Source: an optimization exercise on an open RTL-to-GDS flow (aim: small area, a short achievable clock period and few clock cycles per item). Production flows keep margins and buffers that such runs may drop. In this exercise RTL edits were held to simulation tests only and were not proved equivalent to the original. Power is estimated from default activity; no workload was simulated.

==> v18 <==
==> flow/design.v (excerpt) <==
module sat_top (
    input  wire logic        clk,
    input  wire logic        rst_n,
    input  wire logic        req_valid,
    output logic             req_ready,
    input  wire logic [2:0]  req_op,
    input  wire logic [63:0] req_node_iid,
    input  wire logic [7:0]  req_report_status,
    input  wire logic [5:0]  req_entry_index,
    output logic             rsp_valid,
    input  wire logic        rsp_ready,
    output logic [2:0]       rsp_result_code,
    output logic [6:0]       rsp_member_count,
    output logic             rsp_window_open,
    output logic             rsp_admission_done,
    output logic [6:0]       rsp_accepted_total,
    output logic [6:0]       rsp_rejected_total,
    output logic [6:0]       rsp_silent_total,
    output logic             rsp_table_empty,
    output logic [5:0]       rsp_match_index,
    input  wire logic        cfg_valid,
    output logic             cfg_ready,
    input  wire logic [7:0]  cfg_index,
    input  wire logic [15:0] cfg_data
);
    sat_pkg::sat_req_t req;
    sat_pkg::sat_rsp_t rsp;
    assign req.op            = req_op;
    assign req.node_iid      = req_node_iid;
    assign req.report_status = req_report_status;
    assign req.entry_index   = req_entry_index;
    assign rsp_result_code    = rsp.result_code;
    assign rsp_member_count   = rsp.member_count;
    assign rsp_window_open    = rsp.window_open;
    assign rsp_admission_done = rsp.admission_done;
    assign rsp_accepted_total = rsp.accepted_total;
  ...
==> flow/config.mk <==
export PLATFORM = sky130hd
export DESIGN_NAME = sat_top
export DESIGN_NICKNAME = sat_top
export VERILOG_FILES = /design/flow/design.v
export SDC_FILE = /design/flow/constraint.sdc
export NUM_CORES = 4
export LEC_CHECK = 0
export CAP_MARGIN = 20
export CORE_MARGIN = 2
export CORE_UTILIZATION = 55
export SETUP_SLACK_MARGIN = 2.0
export SLEW_MARGIN = 20
==> flow/constraint.sdc <==
create_clock -name core_clock -period 5.0 [get_ports {clk}]
set_input_delay 1.0000 -clock core_clock [delete_from_list [all_inputs] [get_ports {clk}]]
set_output_delay 1.0000 -clock core_clock [all_outputs]
set_load 0.01 [all_outputs]
run.sh (not shown) runs the stock make flow with config.mk's settings and CLKGATE_MAP_FILE= SYNTH_SCRIPT=/design/flow/synth_recipe.tcl, a recipe that flattens the netlist after the stock synthesis.
==> v24 (differences from v18) <==
--- a/flow/design.v
+++ b/flow/design.v
@@ -110,50 +110,35 @@
     logic [15:0]   countdown_reg;
     logic          nsil_one_reg, cd_last_reg;
     logic          r_valid;
     logic          r_clear, r_add, r_begin, r_report, r_tick, r_cancel, r_remove;
     logic [N-1:0]  r_match;
-    logic [AW-1:0] r_slot_i;
     logic [N-1:0]  r_slot;
     logic          r_eq;
     logic [5:0]    r_idx;
     logic          s_valid;
     logic          s_clear, s_add, s_begin, s_report, s_tick, s_cancel, s_remove;
     logic [N-1:0]  s_win;
     logic          s_any;
-    logic [AW-1:0] s_slot_i;
     logic [N-1:0]  s_slot;
     logic          s_eq;
     logic [5:0]    s_idx;
     logic              rsp_valid_reg;
     sat_pkg::sat_rsp_t rsp_reg;
     logic          dropping;
     logic [N-1:0]  used_c, used_n, free_n, slot_n, slot_q;
     logic          full_q, pend_free, sure_full, stall_add;
     logic          r_grow, s_grow, r_free_op, s_free_op;
-    logic          rsp_free, hold, adv, s_free, bubble, adv2, fire, r_load;
+    logic          rsp_free, hold, adv, s_free, bubble, adv2, fire;
     logic [N-1:0]  we, match_in;
     logic [N-1:0]  drop_next;
     logic          drop_any_reg;
     logic [2:0]    count_top_reg;
     assign dropping = drop_any_reg;
-    logic [AW-1:0] slot_q_i;
-    always_comb
-    begin
-        slot_q_i = '0;
-        for (int i = 0; i < N; i++)
-        begin
-            slot_q_i = slot_q_i | (slot_q[i] ? AW'(i) : '0);
-        end
-        for (int i = 0; i < N; i++)
-        begin
-            r_slot[i] = r_grow && r_slot_i == AW'(i);
-            s_slot[i] = s_grow && s_slot_i == AW'(i);
-        end
-    end
-    assign used_c = occ_reg | drop_reg | (r_valid ? r_slot : '0) | (s_valid ? s_slot : '0);
-    assign used_n = used_c | (fire ? we : '0);
+    assign used_c = occ_reg | drop_reg | ((r_valid && r_add) ? r_slot : '0) |
+                    ((s_valid && s_add) ? s_slot : '0);
+    assign used_n = used_c | we;
     assign free_n = ~used_n;
     always_comb
     begin
         for (int i = 0; i < N; i++)
         begin
@@ -192,12 +177,11 @@
                                                  (s_report && window_reg && nsil_one_reg) ||
                                                  (s_tick && window_reg && cd_last_reg))));
     assign adv2      = r_valid && s_free && !bubble;
     assign req_ready = (!r_valid || adv2) && !stall_add;
     assign fire      = req_valid && req_ready;
-    assign we        = (req_valid && req.op == sat_pkg::OP_ADD) ? slot_q : '0;
-    assign r_load    = !r_valid || adv2;
+    assign we        = (fire && req.op == sat_pkg::OP_ADD) ? slot_q : '0;
     sat_id_ram #(
         .DEPTH (N)
     ) u_ids (
         .clk   (clk),
         .we    (we),
@@ -220,21 +204,21 @@
             r_valid <= 1'b0;
         end
     end
     always_ff @(posedge clk)
     begin
-        if (r_load)
+        if (fire)
         begin
             r_clear  <= req.op == sat_pkg::OP_CLEAR;
             r_add    <= req.op == sat_pkg::OP_ADD;
             r_begin  <= req.op == sat_pkg::OP_BEGIN;
             r_report <= req.op == sat_pkg::OP_REPORT;
             r_tick   <= req.op == sat_pkg::OP_TICK;
             r_cancel <= req.op == sat_pkg::OP_CANCEL;
             r_remove <= req.op == sat_pkg::OP_REMOVE;
             r_match  <= match_in;
-            r_slot_i <= slot_q_i;
+            r_slot   <= slot_q;
             r_grow    <= req.op == sat_pkg::OP_ADD && !full_q;
             r_free_op <= req.op == sat_pkg::OP_CLEAR || req.op == sat_pkg::OP_REPORT ||
                          req.op == sat_pkg::OP_TICK || req.op == sat_pkg::OP_REMOVE;
             r_eq     <= req.report_status == accepted_code;
             r_idx    <= req.entry_index;
@@ -306,11 +290,11 @@
             s_tick   <= r_tick;
             s_cancel <= r_cancel;
             s_remove <= r_remove;
             s_win    <= r_remove ? r_tgt : win;
             s_any    <= any;
-            s_slot_i <= r_slot_i;
+            s_slot   <= r_slot;
             s_grow    <= r_grow;
             s_free_op <= r_free_op;
             s_eq     <= r_eq;
             s_idx    <= r_idx;
         end
@@ -511,48 +495,33 @@
             begin
                 ord_reg[pidx(p, q)] <= (ord_reg[pidx(p, q)] & ~ord_set[p]) | ord_set[q];
             end
         end
     end
-    logic [N-1:0]  dcand, dnext, dpick_q, dsel, dec;
+    logic [N-1:0]  dcand, dnext, dpick_q;
+    logic [AW-1:0] dnext_rank, drank_q, dec_idx;
     logic          dstep, dec_go, clear_go;
     logic [CW-1:0] new_rank;
     assign dcand = drop_reg & ~dpick_q;
     always_comb
     begin
+        dnext_rank = '0;
         for (int i = 0; i < N; i++)
         begin
             dnext[i] = dcand[i];
             for (int j = 0; j < i; j++)
             begin
                 dnext[i] = dnext[i] & ~dcand[j];
             end
+            dnext_rank = dnext_rank | (dnext[i] ? rank_reg[i] : '0);
         end
     end
     assign dstep    = |dpick_q;
     assign clear_go = adv && s_clear;
     assign dec_go   = dstep || (adv && rm_now);
+    assign dec_idx  = dstep ? drank_q : s_idx[AW-1:0];
     assign new_rank = vcount_reg - CW'(dstep);
-    assign dsel     = dpick_q | ((adv && rm_now) ? s_win : '0);
-    always_comb
-    begin
-        for (int p = 0; p < N; p++)
-        begin
-            dec[p] = 1'b0;
-            for (int q = 0; q < N; q++)
-            begin
-                if (q < p)
-                begin
-                    dec[p] = dec[p] | (dsel[q] & ord_reg[pidx(q, p)]);
-                end
-                else if (q > p)
-                begin
-                    dec[p] = dec[p] | (dsel[q] & ~ord_reg[pidx(p, q)]);
-                end
-            end
-        end
-    end
     always_ff @(posedge clk or negedge rst_n)
     begin
         if (!rst_n)
         begin
             dpick_q <= '0;
@@ -562,17 +531,21 @@
             dpick_q <= clear_go ? '0 : dnext;
         end
     end
     always_ff @(posedge clk)
     begin
+        drank_q <= dnext_rank - AW'(dstep && dnext_rank > drank_q);
+    end
+    always_ff @(posedge clk)
+    begin
         for (int p = 0; p < N; p++)
         begin
             if (ord_set[p])
             begin
                 rank_reg[p] <= new_rank[AW-1:0];
             end
-            else if (dec[p])
+            else if (dec_go && rank_reg[p] > dec_idx)
             begin
                 rank_reg[p] <= rank_reg[p] - 1'b1;
             end
         end
     end
==> v11 (differences from v18) <==
--- a/flow/design.v
+++ b/flow/design.v
@@ -115,10 +115,11 @@
     logic [AW-1:0] r_slot_i;
     logic [N-1:0]  r_slot;
     logic          r_eq;
     logic [5:0]    r_idx;
     logic          s_valid;
+    logic          s_moves;      
     logic          s_clear, s_add, s_begin, s_report, s_tick, s_cancel, s_remove;
     logic [N-1:0]  s_win;
     logic          s_any;
     logic [AW-1:0] s_slot_i;
     logic [N-1:0]  s_slot;
@@ -185,14 +186,11 @@
     assign stall_add = (req.op == sat_pkg::OP_ADD) && full_q && !sure_full;
     assign rsp_free  = !rsp_valid_reg || rsp_ready;
     assign hold      = dropping && s_report && window_reg;
     assign adv       = s_valid && rsp_free && !hold;
     assign s_free    = !s_valid || adv;
-    assign bubble    = r_remove && (dropping ||
-                                    (s_valid && (s_remove ||
-                                                 (s_report && window_reg && nsil_one_reg) ||
-                                                 (s_tick && window_reg && cd_last_reg))));
+    assign bubble    = r_remove && (dropping || (s_valid && s_moves));
     assign adv2      = r_valid && s_free && !bubble;
     assign req_ready = (!r_valid || adv2) && !stall_add;
     assign fire      = req_valid && req_ready;
     assign we        = (req_valid && req.op == sat_pkg::OP_ADD) ? slot_q : '0;
     assign r_load    = !r_valid || adv2;
@@ -309,10 +307,11 @@
             s_win    <= r_remove ? r_tgt : win;
             s_any    <= any;
             s_slot_i <= r_slot_i;
             s_grow    <= r_grow;
             s_free_op <= r_free_op;
+            s_moves   <= r_remove || r_report || r_tick;
             s_eq     <= r_eq;
             s_idx    <= r_idx;
         end
     end
     logic [AW-1:0] win_rank;
@@ -353,11 +352,26 @@
     assign add_ok  = s_add && !full;
     assign rm_now  = s_remove && !bad_idx;
     logic [N-1:0]  occ_next, rep_next, acc_next;
     logic [CW-1:0] count_next, nacc_next, nrej_next, nsil_next;
     logic          window_next;
-    logic [15:0]   countdown_next;
+    logic [15:0]   countdown_next, cd_dec;
+    logic          cd_last_next;
+    always_comb
+    begin
+        logic zero_below;
+        zero_below = 1'b1;
+        for (int i = 0; i < 16; i++)
+        begin
+            cd_dec[i]  = countdown_reg[i] ^ zero_below;
+            zero_below = zero_below & ~countdown_reg[i];
+        end
+    end
+    assign cd_last_next = s_begin ? timeout_ticks[15:1] == '0 :
+                          (s_tick && window_reg) ? (countdown_reg[15:2] == '0 &&
+                                                    !(countdown_reg[1] && countdown_reg[0])) :
+                          cd_last_reg;
     sat_pkg::rc_t  rc;
     always_comb
     begin
         occ_next       = occ_reg;
         rep_next       = rep_reg;
@@ -432,11 +446,11 @@
         begin
             nrej_next = nrej_reg + 1'b1;
         end
         if (s_tick && window_reg)
         begin
-            countdown_next = countdown_reg - 16'd1;
+            countdown_next = cd_dec;
         end
         if (close)
         begin
             occ_next    = occ_reg & acc_u;
             count_next  = acc_total;
@@ -496,11 +510,11 @@
         if (adv)
         begin
             rep_reg       <= rep_next;
             acc_reg       <= acc_next;
             countdown_reg <= countdown_next;
-            cd_last_reg   <= countdown_next[15:1] == '0;
+            cd_last_reg   <= cd_last_next;
         end
     end
     logic [N-1:0] ord_set;
     assign ord_set = (adv && add_ok) ? s_slot : '0;
     always_ff @(posedge clk)
--- a/flow/config.mk
+++ b/flow/config.mk
@@ -5,8 +5,8 @@
 export SDC_FILE = /design/flow/constraint.sdc
 export NUM_CORES = 4
 export LEC_CHECK = 0
 export CAP_MARGIN = 20
 export CORE_MARGIN = 2
-export CORE_UTILIZATION = 55
+export CORE_UTILIZATION = 65
 export SETUP_SLACK_MARGIN = 2.0
 export SLEW_MARGIN = 20
==> qor summary <==
quantity                                                                              v24                      v11                      v18
Standby leakage power                                                            30.00 nW                 29.33 nW                 29.79 nW
Initial antenna violation count                                                         7                        6                        4
Share of power burned in combinational logic                                        30.2%                    20.3%                    19.3%
Launching instance or port of the critical path                  u_core.u_ctrl.dpick_q[1]    u_core.u_ctrl.s_valid     u_core.u_ctrl.s_tick
Number of clock buffers inserted by TritonCTS                                         160                      150                      156
# Post-CTS Setup Buffers                                                               46                       58                       72
GPL Wtd Cong                                                                        1.017                    1.072                    1.061
Final hold slack                                                                0.3192 ns                0.2744 ns                0.3098 ns
Power dissipated by switching net loads                                         0.01513 W                0.01123 W                0.01126 W
Result of the run                                                 complete, no violations  complete, no violations  complete, no violations
Clock-cell share                                                                   6.228%                   6.142%                   6.141%
Buffer and inverter count on the worst path                                             3                        4                        2
Share of layout cells above drive strength 1                                       15.00%                   14.49%                   17.04%
Via density                                                                         6.240                    6.715                    6.445
DR WL met2                                                                       107.2 mm                 100.2 mm                 106.8 mm
Mean area per synthesized cell                                                  13.08 µm²                13.00 µm²                12.88 µm²
Via Count                                                                           46314                    47391                    47793
Proportion of final cell area spent on non-clock buffers                           5.034%                   5.258%                   5.995%
Synthesized-area fraction occupied by ao, oa, aoi and oai cells                    6.995%                   7.619%                   7.786%
Seq Cell Count                                                                       1510                     1483                     1482
Core occupancy in the finished layout                                              64.52%                   75.75%                   65.51%
Timing-limited maximum frequency                                               0.2939 GHz               0.3114 GHz               0.2918 GHz
Testbench counts of v18, summed over its fixed seeds: cycles 4,903, items 4,723.
Testbench counts of v24, summed over its fixed seeds: cycles 4,903, items 4,723.
Testbench counts of v11, summed over its fixed seeds: cycles 4,973, items 4,723.

[re-timing with driven ports]
Ports are ideal in the flow. The routed layouts listed here were re-timed in OpenROAD.
Step 1: set_driving_cell puts a clkbuf_16 on clk and a buf_2 on each other input, an assumption about the parent block.
Step 2 times the ports against the registers' clock, not the clock port: input delays grow and output delays shrink by t, the midpoint of the rising clock arrivals with the driver on.
a / b / c = ideal / step 1 / step 2; a / b = the first two.
run	t, ns	slack for setup (ns)	worst setup path after step 2
v18	0.868	1.573 / 1.493 / 1.136	input to register
v24	0.853	1.598 / 1.590 / 1.158	input to register
v11	0.838	1.788 / 1.710 / 1.119	input to register
After both steps every run listed still meets setup and hold. For v11, which loses most, drivers alone change the setup slack by -0.078 ns; drivers and shift together by -0.669 ns.
